What follows belongs to an exercise in optimizing a design on an open flow for small area, a short achievable clock period and few clock cycles; a production flow would make more cautious choices. RTL that was checked went through simulation tests only; none was proved equivalent to the original. The RTL of run 2 was laid out without a check of its function. No activity file was given, so power comes from the tool's default toggle rates.

<file path="flow/design.v">
package neuron_pkg;
    localparam logic [1:0] ACT_LINEAR = 2'd0;
    localparam logic [1:0] ACT_RELU   = 2'd1;
    localparam logic [1:0] ACT_STEP   = 2'd2;
endpackage
module neuron_lane (
    input  logic        clk,
    input  logic        free,       
    input  logic        job,        
    input  logic        cap,        
    input  logic [23:0] bias,
    input  logic [3:0]  neg,        
    input  logic [3:0]  one,
    input  logic [3:0]  two,
    input  logic [7:0]  weight,
    input  logic [3:0]  shift,
    input  logic [15:0] m,          
    input  logic [1:0]  act_mode,
    output logic [7:0]  out_data
);
    logic [23:0] s_reg, c_reg, s_in, s_nx, c_nx;
    logic [7:0]  w_reg;
    logic [7:0]  out_reg;
    always_ff @(posedge clk) w_reg <= weight;
    assign s_in = s_reg;
    logic [9:0] wx;
    assign wx = {{2{w_reg[7]}}, w_reg};
    logic [8:0] t0, t1, t2, t3;
    logic       e0, e1, e2, e3;
    assign t0 = ((one[0] ? wx[8:0] : 9'd0) | (two[0] ? {wx[7:0], 1'b0} : 9'd0)) ^ {9{neg[0]}};
    assign t1 = ((one[1] ? wx[8:0] : 9'd0) | (two[1] ? {wx[7:0], 1'b0} : 9'd0)) ^ {9{neg[1]}};
    assign t2 = ((one[2] ? wx[8:0] : 9'd0) | (two[2] ? {wx[7:0], 1'b0} : 9'd0)) ^ {9{neg[2]}};
    assign t3 = ((one[3] ? wx[8:0] : 9'd0) | (two[3] ? {wx[7:0], 1'b0} : 9'd0)) ^ {9{neg[3]}};
    assign e0 = ((one[0] | two[0]) & w_reg[7]) ^ neg[0];
    assign e1 = ((one[1] | two[1]) & w_reg[7]) ^ neg[1];
    assign e2 = ((one[2] | two[2]) & w_reg[7]) ^ neg[2];
    assign e3 = ((one[3] | two[3]) & w_reg[7]) ^ neg[3];
    logic fs1;
    logic fc2;
    logic fs3;
    logic fc4;
    logic fs5;
    logic fc6;
    logic fs7;
    logic fc8;
    logic fs9;
    logic fc10;
    logic fs11;
    logic fc12;
    logic fs13;
    logic fc14;
    logic fs15;
    logic fc16;
    logic fs17;
    logic fc18;
    logic fs19;
    logic fc20;
    logic fs21;
    logic fc22;
    logic fs23;
    logic fc24;
    logic fs25;
    logic fc26;
    logic fs27;
    logic fc28;
    logic fs29;
    logic fc30;
    logic fs31;
    logic fc32;
    logic fs33;
    logic fc34;
    logic fs35;
    logic fc36;
    logic fs37;
    logic fc38;
    logic fs39;
    logic fc40;
    logic fs41;
    logic fc42;
    logic fs43;
    logic fc44;
    logic fs45;
    logic fc46;
    logic fs47;
    logic fc48;
    logic fs49;
    logic fc50;
    logic fs51;
    logic fc52;
    logic fs53;
    logic fc54;
    logic fs55;
    logic fc56;
    logic fs57;
    logic fc58;
    logic fs59;
    logic fc60;
    logic fs61;
    logic fc62;
    logic fs63;
    logic fc64;
    logic fs65;
    logic fc66;
    logic fs67;
    logic fc68;
    logic fs69;
    logic fc70;
    logic fs71;
    logic fc72;
    logic fs73;
    logic fc74;
    logic fs75;
    logic fc76;
    logic fs77;
    logic fc78;
    logic fs79;
    logic fc80;
    logic fs81;
    logic fc82;
    logic fs83;
    logic fc84;
    logic fs85;
    logic fc86;
    logic fs87;
    logic fc88;
    logic fs89;
    logic fc90;
    logic fs91;
    logic fc92;
    logic fs93;
    logic fc94;
    logic fs95;
    logic fc96;
    logic fs97;
    logic fc98;
    logic fs99;
    logic fc100;
    logic fs101;
    logic fc102;
    logic fs103;
    logic fc104;
    logic fs105;
    logic fc106;
    logic fs107;
    logic fc108;
    logic fs109;
    logic fc110;
    logic fs111;
    logic fc112;
    logic fs113;
    logic fc114;
    logic fs115;
    logic fc116;
    logic fs117;
    logic fc118;
    logic fs119;
    logic fc120;
    logic fs121;
    logic fc122;
    logic fs123;
    logic fc124;
    logic fs125;
    logic fs126;
    assign fs1 = s_in[0] ^ c_reg[0] ^ neg[0];
    assign fc2 = (s_in[0] & c_reg[0]) | (s_in[0] & neg[0]) | (c_reg[0] & neg[0]);
    assign fs3 = s_in[1] ^ c_reg[1] ^ fc2;
    assign fc4 = (s_in[1] & c_reg[1]) | (s_in[1] & fc2) | (c_reg[1] & fc2);
    assign fs5 = s_in[2] ^ c_reg[2] ^ neg[1];
    assign fc6 = (s_in[2] & c_reg[2]) | (s_in[2] & neg[1]) | (c_reg[2] & neg[1]);
    assign fs7 = t0[2] ^ t1[0] ^ fs5;
    assign fc8 = (t0[2] & t1[0]) | (t0[2] & fs5) | (t1[0] & fs5);
    assign fs9 = s_in[3] ^ c_reg[3] ^ fc6;
    assign fc10 = (s_in[3] & c_reg[3]) | (s_in[3] & fc6) | (c_reg[3] & fc6);
    assign fs11 = t0[3] ^ t1[1] ^ fc8;
    assign fc12 = (t0[3] & t1[1]) | (t0[3] & fc8) | (t1[1] & fc8);
    assign fs13 = s_in[4] ^ c_reg[4] ^ neg[2];
    assign fc14 = (s_in[4] & c_reg[4]) | (s_in[4] & neg[2]) | (c_reg[4] & neg[2]);
    assign fs15 = t0[4] ^ t1[2] ^ t2[0];
    assign fc16 = (t0[4] & t1[2]) | (t0[4] & t2[0]) | (t1[2] & t2[0]);
    assign fs17 = fs13 ^ fc10 ^ fs15;
    assign fc18 = (fs13 & fc10) | (fs13 & fs15) | (fc10 & fs15);
    assign fs19 = s_in[5] ^ c_reg[5] ^ fc14;
    assign fc20 = (s_in[5] & c_reg[5]) | (s_in[5] & fc14) | (c_reg[5] & fc14);
    assign fs21 = t0[5] ^ t1[3] ^ t2[1];
    assign fc22 = (t0[5] & t1[3]) | (t0[5] & t2[1]) | (t1[3] & t2[1]);
    assign fs23 = fc16 ^ fs19 ^ fs21;
    assign fc24 = (fc16 & fs19) | (fc16 & fs21) | (fs19 & fs21);
    assign fs25 = s_in[6] ^ c_reg[6] ^ neg[3];
    assign fc26 = (s_in[6] & c_reg[6]) | (s_in[6] & neg[3]) | (c_reg[6] & neg[3]);
    assign fs27 = t0[6] ^ t1[4] ^ t2[2];
    assign fc28 = (t0[6] & t1[4]) | (t0[6] & t2[2]) | (t1[4] & t2[2]);
    assign fs29 = t3[0] ^ fs25 ^ fc20;
    assign fc30 = (t3[0] & fs25) | (t3[0] & fc20) | (fs25 & fc20);
    assign fs31 = fc22 ^ fs27 ^ fs29;
    assign fc32 = (fc22 & fs27) | (fc22 & fs29) | (fs27 & fs29);
    assign fs33 = s_in[7] ^ c_reg[7] ^ fc26;
    assign fc34 = (s_in[7] & c_reg[7]) | (s_in[7] & fc26) | (c_reg[7] & fc26);
    assign fs35 = t0[7] ^ t1[5] ^ t2[3];
    assign fc36 = (t0[7] & t1[5]) | (t0[7] & t2[3]) | (t1[5] & t2[3]);
    assign fs37 = t3[1] ^ fc28 ^ fs33;
    assign fc38 = (t3[1] & fc28) | (t3[1] & fs33) | (fc28 & fs33);
    assign fs39 = fs35 ^ fc30 ^ fs37;
    assign fc40 = (fs35 & fc30) | (fs35 & fs37) | (fc30 & fs37);
    assign fs41 = s_in[8] ^ c_reg[8] ^ t0[8];
    assign fc42 = (s_in[8] & c_reg[8]) | (s_in[8] & t0[8]) | (c_reg[8] & t0[8]);
    assign fs43 = t1[6] ^ t2[4] ^ t3[2];
    assign fc44 = (t1[6] & t2[4]) | (t1[6] & t3[2]) | (t2[4] & t3[2]);
    assign fs45 = fc34 ^ fc36 ^ fs41;
    assign fc46 = (fc34 & fc36) | (fc34 & fs41) | (fc36 & fs41);
    assign fs47 = fs43 ^ fc38 ^ fs45;
    assign fc48 = (fs43 & fc38) | (fs43 & fs45) | (fc38 & fs45);
    assign fs49 = s_in[9] ^ c_reg[9] ^ e0;
    assign fc50 = (s_in[9] & c_reg[9]) | (s_in[9] & e0) | (c_reg[9] & e0);
    assign fs51 = t1[7] ^ t2[5] ^ t3[3];
    assign fc52 = (t1[7] & t2[5]) | (t1[7] & t3[3]) | (t2[5] & t3[3]);
    assign fs53 = fc42 ^ fc44 ^ fs49;
    assign fc54 = (fc42 & fc44) | (fc42 & fs49) | (fc44 & fs49);
    assign fs55 = fs51 ^ fc46 ^ fs53;
    assign fc56 = (fs51 & fc46) | (fs51 & fs53) | (fc46 & fs53);
    assign fs57 = s_in[10] ^ c_reg[10] ^ e0;
    assign fc58 = (s_in[10] & c_reg[10]) | (s_in[10] & e0) | (c_reg[10] & e0);
    assign fs59 = t1[8] ^ t2[6] ^ t3[4];
    assign fc60 = (t1[8] & t2[6]) | (t1[8] & t3[4]) | (t2[6] & t3[4]);
    assign fs61 = fc50 ^ fc52 ^ fs57;
    assign fc62 = (fc50 & fc52) | (fc50 & fs57) | (fc52 & fs57);
    assign fs63 = fs59 ^ fc54 ^ fs61;
    assign fc64 = (fs59 & fc54) | (fs59 & fs61) | (fc54 & fs61);
    assign fs65 = s_in[11] ^ c_reg[11] ^ ~e0;
    assign fc66 = (s_in[11] & c_reg[11]) | (s_in[11] & ~e0) | (c_reg[11] & ~e0);
    assign fs67 = ~e1 ^ t2[7] ^ t3[5];
    assign fc68 = (~e1 & t2[7]) | (~e1 & t3[5]) | (t2[7] & t3[5]);
    assign fs69 = fc58 ^ fc60 ^ fs65;
    assign fc70 = (fc58 & fc60) | (fc58 & fs65) | (fc60 & fs65);
    assign fs71 = fs67 ^ fc62 ^ fs69;
    assign fc72 = (fs67 & fc62) | (fs67 & fs69) | (fc62 & fs69);
    assign fs73 = 1'b1 ^ s_in[12] ^ c_reg[12];
    assign fc74 = (1'b1 & s_in[12]) | (1'b1 & c_reg[12]) | (s_in[12] & c_reg[12]);
    assign fs75 = fs73 ^ t2[8] ^ t3[6];
    assign fc76 = (fs73 & t2[8]) | (fs73 & t3[6]) | (t2[8] & t3[6]);
    assign fs77 = fc66 ^ fc68 ^ fs75;
    assign fc78 = (fc66 & fc68) | (fc66 & fs75) | (fc68 & fs75);
    assign fs79 = fc70 ^ fs77;
    assign fc80 = fc70 & fs77;
    assign fs81 = s_in[13] ^ c_reg[13] ^ fc74;
    assign fc82 = (s_in[13] & c_reg[13]) | (s_in[13] & fc74) | (c_reg[13] & fc74);
    assign fs83 = ~e2 ^ t3[7] ^ fs81;
    assign fc84 = (~e2 & t3[7]) | (~e2 & fs81) | (t3[7] & fs81);
    assign fs85 = fc76 ^ fs83 ^ fc78;
    assign fc86 = (fc76 & fs83) | (fc76 & fc78) | (fs83 & fc78);
    assign fs87 = 1'b1 ^ s_in[14] ^ c_reg[14];
    assign fc88 = (1'b1 & s_in[14]) | (1'b1 & c_reg[14]) | (s_in[14] & c_reg[14]);
    assign fs89 = fs87 ^ fc82 ^ t3[8];
    assign fc90 = (fs87 & fc82) | (fs87 & t3[8]) | (fc82 & t3[8]);
    assign fs91 = fc84 ^ fs89;
    assign fc92 = fc84 & fs89;
    assign fs93 = s_in[15] ^ c_reg[15] ^ fc88;
    assign fc94 = (s_in[15] & c_reg[15]) | (s_in[15] & fc88) | (c_reg[15] & fc88);
    assign fs95 = ~e3 ^ fs93 ^ fc90;
    assign fc96 = (~e3 & fs93) | (~e3 & fc90) | (fs93 & fc90);
    assign fs97 = 1'b1 ^ s_in[16] ^ c_reg[16];
    assign fc98 = (1'b1 & s_in[16]) | (1'b1 & c_reg[16]) | (s_in[16] & c_reg[16]);
    assign fs99 = fs97 ^ fc94;
    assign fc100 = fs97 & fc94;
    assign fs101 = 1'b1 ^ s_in[17] ^ c_reg[17];
    assign fc102 = (1'b1 & s_in[17]) | (1'b1 & c_reg[17]) | (s_in[17] & c_reg[17]);
    assign fs103 = fc98 ^ fs101;
    assign fc104 = fc98 & fs101;
    assign fs105 = 1'b1 ^ s_in[18] ^ c_reg[18];
    assign fc106 = (1'b1 & s_in[18]) | (1'b1 & c_reg[18]) | (s_in[18] & c_reg[18]);
    assign fs107 = fc102 ^ fs105;
    assign fc108 = fc102 & fs105;
    assign fs109 = 1'b1 ^ s_in[19] ^ c_reg[19];
    assign fc110 = (1'b1 & s_in[19]) | (1'b1 & c_reg[19]) | (s_in[19] & c_reg[19]);
    assign fs111 = fc106 ^ fs109;
    assign fc112 = fc106 & fs109;
    assign fs113 = 1'b1 ^ s_in[20] ^ c_reg[20];
    assign fc114 = (1'b1 & s_in[20]) | (1'b1 & c_reg[20]) | (s_in[20] & c_reg[20]);
    assign fs115 = fc110 ^ fs113;
    assign fc116 = fc110 & fs113;
    assign fs117 = 1'b1 ^ s_in[21] ^ c_reg[21];
    assign fc118 = (1'b1 & s_in[21]) | (1'b1 & c_reg[21]) | (s_in[21] & c_reg[21]);
    assign fs119 = fc114 ^ fs117;
    assign fc120 = fc114 & fs117;
    assign fs121 = 1'b1 ^ s_in[22] ^ c_reg[22];
    assign fc122 = (1'b1 & s_in[22]) | (1'b1 & c_reg[22]) | (s_in[22] & c_reg[22]);
    assign fs123 = fc118 ^ fs121;
    assign fc124 = fc118 & fs121;
    assign fs125 = 1'b1 ^ s_in[23] ^ c_reg[23];
    assign fs126 = fc122 ^ fs125;
    assign s_nx = {fc124, fc120, fc116, fc112, fc108, fc104, fs103, fs99, fc92, fs91, fc80, fs79, fc64, fc56, fc48, fc40, fc32, fc24, fc18, fc12, fs9, fc4, t0[1], fs1};
    assign c_nx = {fs126, fs123, fs119, fs115, fs111, fs107, fc100, fc96, fs95, fc86, fs85, fc72, fs71, fs63, fs55, fs47, fs39, fs31, fs23, fs17, fs11, fs7, fs3, t0[0]};
    logic [23:0] sum_sc, pg_g, pg_p;
    always_comb begin
        pg_g = s_reg & c_reg;
        pg_p = s_reg ^ c_reg;
        for (int l = 1; l < 24; l = l * 2)
            for (int i = 0; i < 24; i++)
                if ((i / l) % 2 == 1) begin
                    pg_g[i] = pg_g[i] | (pg_p[i] & pg_g[(i / l) * l - 1]);
                    pg_p[i] = pg_p[i] & pg_p[(i / l) * l - 1];
                end
        sum_sc[0] = s_reg[0] ^ c_reg[0];
        for (int i = 1; i < 24; i++) sum_sc[i] = s_reg[i] ^ c_reg[i] ^ pg_g[i-1];
    end
    always_ff @(posedge clk) begin
        if (!free && !cap) begin
            s_reg <= s_nx;
            c_reg <= c_nx;
        end else begin
            s_reg <= (free && job) ? sum_sc : 24'd0;
            c_reg <= free ? bias : c_reg;
        end
    end
    logic [14:0] a4;
    logic [10:0] a2;
    logic [8:0]  a1;
    logic [7:0]  r;
    logic [15:0] eqm;
    logic        sgn, fits, pos, relu, step, zero, use_r;
    logic [7:0]  res;
    always_comb begin
        sgn = s_reg[23];
        for (int k = 0; k < 15; k++) a4[k] = shift[3] ? ((k + 8 <= 23) ? s_reg[k+8] : sgn) : s_reg[k];
        for (int k = 0; k < 11; k++) a2[k] = shift[2] ? a4[k+4] : a4[k];
        for (int k = 0; k < 9; k++)  a1[k] = shift[1] ? a2[k+2] : a2[k];
        for (int k = 0; k < 8; k++)  r[k]  = shift[0] ? a1[k+1] : a1[k];
        for (int k = 0; k < 16; k++) eqm[k] = !m[k] || (s_reg[k+7] == sgn);
        fits  = &eqm;
        pos   = !sgn && ((|s_reg[22:15]) || (|(s_reg[14:0] & m[14:0])));
        relu  = (act_mode == neuron_pkg::ACT_RELU);
        step  = (act_mode == neuron_pkg::ACT_STEP);
        use_r = fits && !step && !(relu && sgn);
        zero  = (relu && sgn) || step;
        res[7] = use_r ? r[7] : (!zero && sgn);
        for (int k = 1; k < 7; k++) res[k] = use_r ? r[k] : (!zero && !sgn);
        res[0] = use_r ? r[0] : (step ? pos : (!zero && !sgn));
    end
    always_ff @(posedge clk) begin
        if (cap) out_reg <= res;
    end
    assign out_data = out_reg;
endmodule
module neuron_pe #(
    parameter int DW    = 8,
    parameter int WW    = 8,
    parameter int LANES = 8,
    parameter int ACCW  = 24,
    parameter int NW    = 16,
    parameter int SHW   = 4
) (
    input  logic                    clk,
    input  logic                    rst,
    input  logic                    start,
    input  logic [NW-1:0]           n_len,
    input  logic [SHW-1:0]          shift,
    input  logic [1:0]              act_mode,
    input  logic [LANES*ACCW-1:0]   bias,
    input  logic                    in_valid,
    output logic                    in_ready,
    input  logic [DW-1:0]           in_data,
    input  logic [LANES*WW-1:0]     weight,
    output logic                    out_valid,
    input  logic                    out_ready,
    output logic [LANES*DW-1:0]     out_data,
    output logic                    busy
);
    logic           job_reg;     
    logic           rdy_reg;     
    logic [NW-1:0]  rem_reg;     
    logic           tok_reg;     
    logic           fin_reg;     
    logic           cap_reg;     
    logic           ov_reg;      
    logic [SHW-1:0] shift_reg, shift_cap;
    logic [1:0]     mode_reg, mode_cap;
    logic [3:0]     neg_reg, one_reg, two_reg;     
    logic [3:0]     negn_reg, onen_reg, twon_reg;  
    logic           free_reg;    
    logic           busy_reg;    
    logic beat, last_beat, free;
    assign beat      = in_valid && rdy_reg;
    assign last_beat = beat && (rem_reg == NW'(1));
    assign free      = free_reg;
    assign in_ready  = rdy_reg;
    assign out_valid = ov_reg;
    assign busy      = busy_reg;
    logic job_nx, fin_nx, ov_nx;
    always_comb begin
        job_nx = free ? start : job_reg;
        fin_nx = !free && (fin_reg || tok_reg);
        ov_nx  = cap_reg || (ov_reg && !out_ready);
    end
    always_ff @(posedge clk) begin
        if (rst) begin
            free_reg <= 1'b1;
            busy_reg <= 1'b0;
        end else begin
            free_reg <= !job_nx || (fin_nx && !ov_nx);
            busy_reg <= !(!job_nx || (fin_nx && !ov_nx));
        end
    end
    always_ff @(posedge clk) begin
        if (rst) begin
            job_reg <= 1'b0;
            rdy_reg <= 1'b0;
            tok_reg <= 1'b0;
            fin_reg <= 1'b0;
            cap_reg <= 1'b0;
            ov_reg  <= 1'b0;
        end else begin
            cap_reg <= free && job_reg;
            if (free) begin
                job_reg <= start;
                rdy_reg <= start && (n_len != '0);
                tok_reg <= start && (n_len == '0);
                fin_reg <= 1'b0;
            end else begin
                if (last_beat) rdy_reg <= 1'b0;
                tok_reg <= last_beat;
                if (tok_reg) fin_reg <= 1'b1;
            end
            if (cap_reg)        ov_reg <= 1'b1;
            else if (out_ready) ov_reg <= 1'b0;
        end
    end
    always_ff @(posedge clk) begin
        if (free) begin
            shift_reg <= shift;
            mode_reg  <= act_mode;
            shift_cap <= shift_reg;
            mask_cap  <= shift_mask;
            mode_cap  <= mode_reg;
            rem_reg   <= n_len;
        end else if (beat) begin
            rem_reg   <= rem_reg - NW'(1);
        end
    end
    logic [3:0] neg_d, one_d, two_d;
    always_comb begin
        for (int i = 0; i < 4; i++) begin
            logic b2, b1, b0;
            b2 = in_data[2*i+1];
            b1 = in_data[2*i];
            b0 = (i == 0) ? 1'b0 : in_data[2*i-1];
            neg_d[i] = beat && b2;
            one_d[i] = beat && (b1 ^ b0);
            two_d[i] = beat && ((b2 && !b1 && !b0) || (!b2 && b1 && b0));
        end
    end
    always_ff @(posedge clk) begin
        neg_reg  <= neg_d;
        one_reg  <= one_d;
        two_reg  <= two_d;
        negn_reg <= ~neg_d;
        onen_reg <= ~one_d;
        twon_reg <= ~two_d;
    end
    logic [15:0] shift_mask, mask_cap;
    always_comb begin
        for (int k = 0; k < 16; k++) shift_mask[k] = (k >= int'(shift_reg));
    end
    for (genvar gi = 0; gi < LANES; gi++) begin : g_lane
        neuron_lane u_lane (
            .clk      (clk),
            .free     (free),
            .job      (job_reg),
            .cap      (cap_reg),
            .bias     (bias[gi*ACCW +: ACCW]),
            .neg      ((gi < LANES / 2) ? neg_reg : ~negn_reg),
            .one      ((gi < LANES / 2) ? one_reg : ~onen_reg),
            .two      ((gi < LANES / 2) ? two_reg : ~twon_reg),
            .weight   (weight[gi*WW +: WW]),
            .shift    (shift_cap),
            .m        (mask_cap),
            .act_mode (mode_cap),
            .out_data (out_data[gi*DW +: DW])
        );
    end
endmodule
</file>
<file path="flow/flow/run.sh">
#!/bin/bash
# The standard layout (the standard.sh, unchanged synthesis and steps),
# with one change: the port buffers that placement inserts on every input and
# output are sky130_fd_sc_hd__buf_1 instead of the tool's default pick
# (clkdlybuf4s50_1, a slower delay cell with almost three times the area).
# ORFS's own logs stay under orfs/logs/; make's output goes to make_*.log here.
set -euo pipefail
export BUFFER_PORTS_ARGS="-buffer_cell sky130_fd_sc_hd__buf_1"
bash standard.sh synth > make_synth.log 2>&1
bash standard.sh finish > make_finish.log 2>&1
</file>
<file path="flow/standard.sh">
#!/bin/bash
# synth_recipe.tcl (not shown) runs the flow's synth.tcl, then flattens the netlist and writes it again
# the make line also repeats each setting of config.mk as NAME=value (left out here)
make -C /OpenROAD-flow-scripts/flow DESIGN_CONFIG=/design/flow/config.mk WORK_HOME=/design/flow/orfs CLKGATE_MAP_FILE= SYNTH_SCRIPT=/design/flow/synth_recipe.tcl "${@:-finish}"
</file>
<file path="flow/config.mk">
export PLATFORM = sky130hd
export DESIGN_NAME = neuron_pe
export DESIGN_NICKNAME = neuron_pe
export VERILOG_FILES = /design/flow/design.v
export SDC_FILE = /design/flow/constraint.sdc
export NUM_CORES = 4
export LEC_CHECK = 0
export ABC_CLOCK_PERIOD_IN_PS = 2500
export CAP_MARGIN = 10
export CORE_MARGIN = 2
export CORE_UTILIZATION = 40
export CTS_BUF_LIST = sky130_fd_sc_hd__clkbuf_4 sky130_fd_sc_hd__clkbuf_8
export CTS_CLUSTER_SIZE = 30
export SETUP_SLACK_MARGIN = 3.0
export SLEW_MARGIN = 10
</file>
<file path="flow/constraint.sdc">
create_clock -name core_clock -period 6.0 [get_ports {clk}]
set_input_delay 1.2000 -clock core_clock [delete_from_list [all_inputs] [get_ports {clk}]]
set_output_delay 1.2000 -clock core_clock [all_outputs]
set_load 0.01 [all_outputs]
</file>
==> notes.md, run 1 <==
- Area of the mapped netlist: 49700 sq um
- Fin. Hold Viols: 0
- Global-route wire length before repair: 253 mm
- Share of cells above drive strength 1: 0.119
- Final wirelength: 171 mm
- Remaining Overflow, GRT: 0
- Outcome: complete, no violations
- Iter 0 DRT Violations: 3598
- Post-synth top area cell: edfxtp_1
- Final ANT Viol Nets: 0
- Core footprint: 123000 sq um
- Largest net degree at the start of global routing: 167
- Asr flop ratio synth: 0
- Inst Count DP: just over 7000
- Critical path's slowest cell: o21ai_0
- Main synth FF type: edfxtp_1
- Yosys warnings: 2
- Die area: about 130000 sq um
- Initial antenna violation count: 7
- Avg Inst Size Synth: between 9 and 10 sq um
- CP Max Fanout: 16
- Synthesized flop and latch total: 587
- Final Critical Period: 2.97 ns
- Slew headroom: 0.246
- Top cells by area, synth: edfxtp_1 (18%), fa_1 (15%), dfxtp_1 (12%)
- Multi-input combinational cell area: 31600 sq um
- Setup TNS Final: 0 ns
- PD cells: 334 nW/um^2
- Top Family by Delay on Critical Path: compound AO/OA/AOI/OAI gates
- Synth Net Count: 6312
- CTS clk-pin slew, worst paths: 0.06 ns
- Layout Nets: 6661
- Slowest Stage Delay on Critical Path: between 0.7 and 0.8 ns
- Vias: 41200
- Via density: 5.56
- CTS tree: done
- Commonest non-fill, non-tap cell in the layout: nand2_1
- PortBufs: 357
- Clock Sink Count: 587
- Post-synth top area share: 0.181
- Max Clk Rate: 0.337 GHz
- # hold bufs at CTS: 0
- Setup-failing EPs final: 0
- Area grow syn2layout: 15.1%
- Die H: around 360 microns
- H-tree depth: 3
- Worst path required time: 6.51 ns
- Initial Utilization: 0.403
- Dpl hpwl: 124 mm
- Slew Viols, Final: 0
- Initial DRT Pass Iterations: 8
- WP buf/inv: 2
- Cell repeated most along the worst path: buf_4
- Worst Setup End Kind: register
- CTS buffer count: between 100 and 150
- Max cap viols: 0
- Wirelength per Cell: 23.1 microns
- Fill cells: 11800
- Hold/Removal Path Class: register to register
- Drt drc: 0
- Max Root-Sink Buffers: 3
- Cell variety after synth: 67
- Leading cell types in the layout, fill and taps excluded: nand2_1 (854), inv_1 (731), fa_1 (371)
- Storage element area: between 10000 and 15000 sq um
- Cell Chain, Critical Path: buf_4 > a222oi_1 > nand3_1 > nor2_1 > a41oi_1 > nor4_2 > buf_4 > o21ai_0
- Fin crit share: 0.495
- Die X: between 300 and 400 microns
- Leak: 0.0245 uW
- Clk Latency, worst-skew pair: between 0.8 and 0.9 ns
- Skew final: 0.0599 ns
- Vias in the first global route: just over 40000
- Crit Path Class: register to register
- Cells after Synth: 5315
- Post-Layout Cell Count: 7405
- Worst slew pin tran: 1.13 ns
- Post-synthesis sequential area ratio: 0.297
- I/O pin total: between 300 and 400
- Unrepaired setup endpoints after global routing: true
- CTS root buffer: clkbuf_8
- Maximum VDD drop: 0.179 mV
- All-Layer GR Usage: 0.263
- Worst Path Arrival: 3.48 ns
- GP Congestion: 0.946
- CP Launch Type: register
- Row count: 129
- Post-synth EDFFs: between 200 and 300
-- final timing paths --
kind | start | to | slack, ns | cells past startpoint
worst min register to register | mode_reg[1] | mode_cap[1] | 0.43 | 0
worst min-delay path | mode_reg[1] | mode_cap[1] | 0.43 | 0
worst max register to register | mask_cap[12] | g_lane[3].u_lane.out_reg[7] | 3.03 | 8
worst max-delay path | mask_cap[12] | g_lane[3].u_lane.out_reg[7] | 3.03 | 8
-- routing by layer --
metal | track usage | vias up | part of all wire
met1 | 0.349 | 20100 | 0.41
met5 | 0 | - | 0.000076
met4 | 0.117 | 2 | 0.046
met3 | 0.0535 | 396 | 0.095
met2 | 0.416 | 1979 | 0.45
li1 | - | 18600 | -
-- through the flow --
step	utilization	hold WS [ns]	power [uW]	cell area, sq um	setup WS, ns
detailed placement	0.426	0.415	14000	52600	2.16
finish	0.464	0.433	19100	57200	3.03
global route	0.463	0.422	20600	57200	2.94
global placement	0.426	0.426	13800	52600	2.24
floorplan	-	0.400	11500	49800	3.00
CTS	0.454	0.370	19000	56100	2.91
-- final cells by class --
type,count,area share
multi-input combinational,3679,0.552
sequential,587,0.260
timing repair buffer,540,0.0565
inverter,741,0.0493
clock buffer,173,0.0376
tap,1637,0.0358
clock inverter,44,0.00874
timing repair inverter,1,0.000153
antenna,3,0.000131
-- cell usage after synthesis, types with 40 or more instances --
| master | n |
|---|---|
| inv_1 | 733 |
| nand2_1 | 862 |
| fa_1 | 384 |
| nand3_1 | 46 |
| xor2_1 | 148 |
| xnor2_1 | 343 |
| ha_1 | 322 |
| o21ai_0 | 296 |
| o22ai_1 | 141 |
| nor2_1 | 167 |
| buf_1 | 40 |
| a22oi_1 | 156 |
| clkbuf_1 | 233 |
| mux2i_1 | 60 |
| dfxtp_1 | 288 |
| a21oi_1 | 139 |
| mux4_2 | 80 |
| edfxtp_1 | 299 |
| a21o_1 | 42 |
-- report_power, final --
part	internal [uW]	total, uW	switching, uW
Clock	2720	4730	2000
Combinational	3520	8320	4790
Sequential	5000	6060	1060
Total	11200	19100	7860
-- logic make-up after synthesis --
| family | synth area share |
|---|---|
| and+or+nand+nor | 0.107 |
| adders and majority gates | 0.236 |
| muxes | 0.0542 |
| buffers and inverters | 0.0802 |
| AOI/OAI and AO/OA | 0.140 |
| DFF | 0.297 |
| xor gates and xnor gates | 0.0865 |
-- worst reg2reg max path, stage by stage, from the launching register on --
cell      delay, ns
edfxtp_1       0.70
buf_4          0.41
a222oi_1       0.16
nand3_1        0.08
nor2_1         0.04
a41oi_1        0.23
nor4_2         0.07
buf_4          0.19
o21ai_0        0.78
-- repair_timing --
action	4_1_cts	5_1_grt
gates cloned	1	7
endpoints found under the hold margin	0	0
setup endpoints to repair	219	172
setup buffers	34	64
resized for setup	143	125
pin swaps	36	49
Testbench counts, summed over its fixed seeds: cycles 9,187.
==> run 2: changes to the inputs <==
--- a/flow/design.v
+++ b/flow/design.v
@@ -429,5 +429,4 @@
             mode_reg  <= act_mode;
             shift_cap <= shift_reg;
-            mask_cap  <= shift_mask;
             mode_cap  <= mode_reg;
             rem_reg   <= n_len;
@@ -456,7 +455,7 @@
         twon_reg <= ~two_d;
     end
-    logic [15:0] shift_mask, mask_cap;
+    logic [15:0] shift_mask;
     always_comb begin
-        for (int k = 0; k < 16; k++) shift_mask[k] = (k >= int'(shift_reg));
+        for (int k = 0; k < 16; k++) shift_mask[k] = (k >= int'(shift_cap));
     end
     for (genvar gi = 0; gi < LANES; gi++) begin : g_lane
@@ -472,5 +471,5 @@
             .weight   (weight[gi*WW +: WW]),
             .shift    (shift_cap),
-            .m        (mask_cap),
+            .m        (shift_mask),
             .act_mode (mode_cap),
             .out_data (out_data[gi*DW +: DW])
==> flow/config.mk (replaced) <==
export PLATFORM = sky130hd
export DESIGN_NAME = neuron_pe
export DESIGN_NICKNAME = neuron_pe
export VERILOG_FILES = /design/flow/design.v
export SDC_FILE = /design/flow/constraint.sdc
export NUM_CORES = 4
export LEC_CHECK = 0
export ABC_CLOCK_PERIOD_IN_PS = 2500
export CAP_MARGIN = 20
export CORE_MARGIN = 2
export CORE_UTILIZATION = 40
export SETUP_SLACK_MARGIN = 3.0
export SLEW_MARGIN = 20
==> notes.md, run 2 <==
- Synth Net Count: 6360 (was 6312)
- Share of cells above drive strength 1: 0.102 (was 0.119)
- PD cells: 329 nW/um^2 (was 334 nW/um^2)
- Dpl hpwl: 127 mm (was 124 mm)
- Final ANT Viol Nets: 0 (unchanged)
- Area grow syn2layout: 16.0% (was 15.1%)
- Unrepaired setup endpoints after global routing: true (unchanged)
- Area of the mapped netlist: 49100 sq um (was 49700 sq um)
- CP Max Fanout: 3 (was 16)
- Reg2Reg Setup Slack: 2.97 ns (was 3.03 ns)
- Pre-CTS setup slack: 1.45 ns (was 2.16 ns)
- Crit Path Class: register to register (unchanged)
- Layout Nets: 6682 (was 6661)
- WHS Path Cells: 0 (unchanged)
- WL met2: 77.5 mm (was 77.1 mm)
- Final Instance Area: 57000 sq um (was 57200 sq um)
- Vias: 41500 (was 41200)
- Die area: 126000 sq um (was 127000 sq um)
- H-tree depth: 3 (unchanged)
- PortBufs: 357 (unchanged)
- # hold bufs at CTS: 0 (unchanged)
- Leading cell types in the layout, fill and taps excluded: nand2_1 (910), inv_1 (736), fa_1 (372) (was nand2_1 (854), inv_1 (731), fa_1 (371))
- M1 WL: 72.3 mm (was 69.8 mm)
- Final Critical Period: 3.03 ns (was 2.97 ns)
- Initial DRT Pass Iterations: 7 (was 8)
- Maximum VDD drop: 0.229 mV (was 0.179 mV)
- Die H: 354 microns (was 357 microns)
- CTS clk-pin slew, worst paths: 0.06 ns (about the same)
- Die X: 354 microns (was 357 microns)
- Max Root-Sink Buffers: 3 (unchanged)
- CTS root buffer: clkbuf_16 (was clkbuf_8)
- Fill cells: 11600 (was 11800)
- Setup TNS Final: 0 ns (unchanged)
- Hold_ws: 0.430 ns (was 0.433 ns)
- Initial antenna violation count: 9 (was 7)
- Count leader, synth: nand2_1 (unchanged)
- Post-synth top area share: 0.174 (was 0.181)
- Final WS setup: 2.97 ns (was 3.03 ns)
- Clk Latency, worst-skew pair: 0.70 ns (was 0.85 ns)
- Worst Path Arrival: 3.57 ns (was 3.48 ns)
- Max cap viols: 0 (unchanged)
- Outcome: complete, no violations (unchanged)
- Post-synth EDFFs: 284 (was 299)
- Yosys warnings: 2 (unchanged)
- Avg Inst Size Synth: 9.16 sq um (was 9.35 sq um)
- Cell variety after synth: 80 (was 67)
- Slew headroom: 0.313 (was 0.246)
- Leak: 0.0245 uW (about the same)
- Ant diodes: 0 (was 3)
- Global-route wire length before repair: 260 mm (was 253 mm)
- Post-synth top area cell: edfxtp_1 (unchanged)
- Clock Sink Count: 572 (was 587)
- All-Layer GR Usage: 0.272 (was 0.263)
- Fin crit share: 0.505 (was 0.495)
- Placed Area: 52000 sq um (was 52600 sq um)
- Slew Viols, Final: 0 (unchanged)
- Commonest non-fill, non-tap cell in the layout: nand2_1 (unchanged)
- Post-synthesis sequential area ratio: 0.291 (was 0.297)
- Fin. Hold Viols: 0 (unchanged)
- Initial Utilization: 0.403 (about the same)
- Core footprint: 122000 sq um (was 123000 sq um)
- Top cells by area, synth: edfxtp_1 (17%), fa_1 (16%), dfxtp_1 (12%) (was edfxtp_1 (18%), fa_1 (15%), dfxtp_1 (12%))
- Inst Count DP: 7116 (was 7079)
- Met3 WL: 16.5 mm (was 16.2 mm)
- Largest net degree at the start of global routing: 135 (was 167)
- CP Launch Type: register (unchanged)
- Post-Layout Cell Count: 7369 (was 7405)
- Drt drc: 0 (unchanged)
- Max Clk Rate: 0.330 GHz (was 0.337 GHz)
- Asr flop ratio synth: 0 (unchanged)
- Commonest cells in the netlist: nand2_1 (927), inv_1 (743), fa_1 (384) (was nand2_1 (862), inv_1 (733), fa_1 (384))
- Synthesized flop and latch total: 572 (was 587)
- Worst path required time: 6.53 ns (was 6.51 ns)
- CTS tree: done (unchanged)
- Hold/Removal Path Class: register to register (unchanged)
- I/O pin total: 358 (unchanged)
- Via density: 5.63 (was 5.56)
- Setup-failing EPs final: 0 (unchanged)
- DR top layer: met5 (unchanged)
- Final wirelength: 176 mm (was 171 mm)
- Vias in the first global route: 41500 (was 40500)
- Worst Setup End Kind: register (unchanged)
- Wirelength per Cell: 23.8 microns (was 23.1 microns)
- Iter 0 DRT Violations: 3584 (was 3598)
- Worst slew pin tran: 1.03 ns (was 1.13 ns)
- Cells after Synth: 5363 (was 5315)
- Skew final: 0.0312 ns (was 0.0599 ns)
- Remaining Overflow, GRT: 0 (unchanged)
- GP Congestion: 0.963 (was 0.946)
- CTS buffer count: 74 (was 114)
- Row count: 128 (was 129)
- Main synth FF type: dfxtp_1 (was edfxtp_1)
- Worst r2r path cells: 10 (was 8)
-- run 2: per-layer routing --
| layer | global-route usage | vias to the layer above |
|---|---|---|
| li1 | - | 18700 |
| met1 | 0.361 | 20200 |
| met2 | 0.419 | 2042 |
| met3 | 0.0666 | 488 |
| met4 | 0.128 | 16 |
| met5 | 0 | - |
-- run 2: what timing repair did --
| item | 4_1_cts | 5_1_grt |
|---|---|---|
| pin swaps | 33 | 58 |
| endpoints found under the setup margin | 264 | 159 |
| cloned | 7 | 8 |
| setup buffers | 50 | 53 |
| gates resized for setup | 199 | 149 |
-- run 2: final timing paths --
check | from | to
max | g_lane[1].u_lane.c_reg[5] | g_lane[1].u_lane.s_reg[23]
min | mode_reg[1] | mode_cap[1]
max reg2reg | g_lane[1].u_lane.c_reg[5] | g_lane[1].u_lane.s_reg[23]
min reg2reg | mode_reg[1] | mode_cap[1]
-- run 2: kinds of logic (layout without fill, tap and decap cells) --
family          count (synthesis)  after routing  share of synthesized area
xor+xnor                      476            476                     0.0849
mux                           141            141                     0.0482
buf+inv                      1048           1428                     0.0816
compound gates               1108           1108                      0.144
flops                         572            572                      0.291
simple gates                 1310           1311                      0.111
fa+ha+maj                     708            708                      0.239
-- run 2: layout make-up --
type | count | area (sq um) | share of cell area
clock inverter | 30 | 342 | 0.00600
tap | 1625 | 2030 | 0.0357
sequential | 572 | 14400 | 0.253
multi-input combinational | 3744 | 31600 | 0.554
clock buffer | 105 | 2150 | 0.0378
inverter | 749 | 2890 | 0.0507
timing repair buffer | 544 | 3560 | 0.0625
-- run 2: critical path, stage by stage (launching register included) --
cell and delay (ns):
edfxtp_1 0.45, ha_4 0.27, and2_4 0.16, a221o_1 0.31, a221o_1 0.41, a22o_1 0.24, o31a_1 0.37, a41oi_2 0.35
a21oi_2 0.11, xnor2_1 0.14, o21ai_1 0.07
-- run 2: metrics by stage --
stage	total power, uW	utilization
2_1_floorplan	11100	-
3_3_place_gp	13400	0.426
3_5_place_dp	13500	0.426
4_1_cts	18500	0.458
5_1_grt	20100	0.467
6_report	18800	0.467
-- run 2: where the power goes --
part	switching [uW]	total [uW]	internal (uW)
sequential	1130	5970	4850
clock	1930	4730	2800
combinational	4560	8050	3490
total	7620	18800	11100

what the ideal ports hide:
Ports are ideal in the flow. The routed layouts listed here were re-timed in OpenROAD.
Step 1, drivers: a clkbuf_16 drives clk and a buf_2 each remaining input, both assumed.
Step 2 adds t to the input delays and takes it off the output delays; t is the mean of the earliest and latest rising clock arrival at the registers after step 1. Input paths then give back, and output paths get back, about the clock's delay inside the block.
a / b / c = ideal ports / drivers / drivers and shift; a / b = the first two.
run	shift t [ns]	setup WS [ns]	worst register clock-pin slew, ns
run 1	0.892	3.028 / 3.028 / 3.028	0.07 / 0.07
run 2	0.756	2.967 / 2.967 / 2.967	0.07 / 0.07
After both steps setup and hold are still met in every run listed.
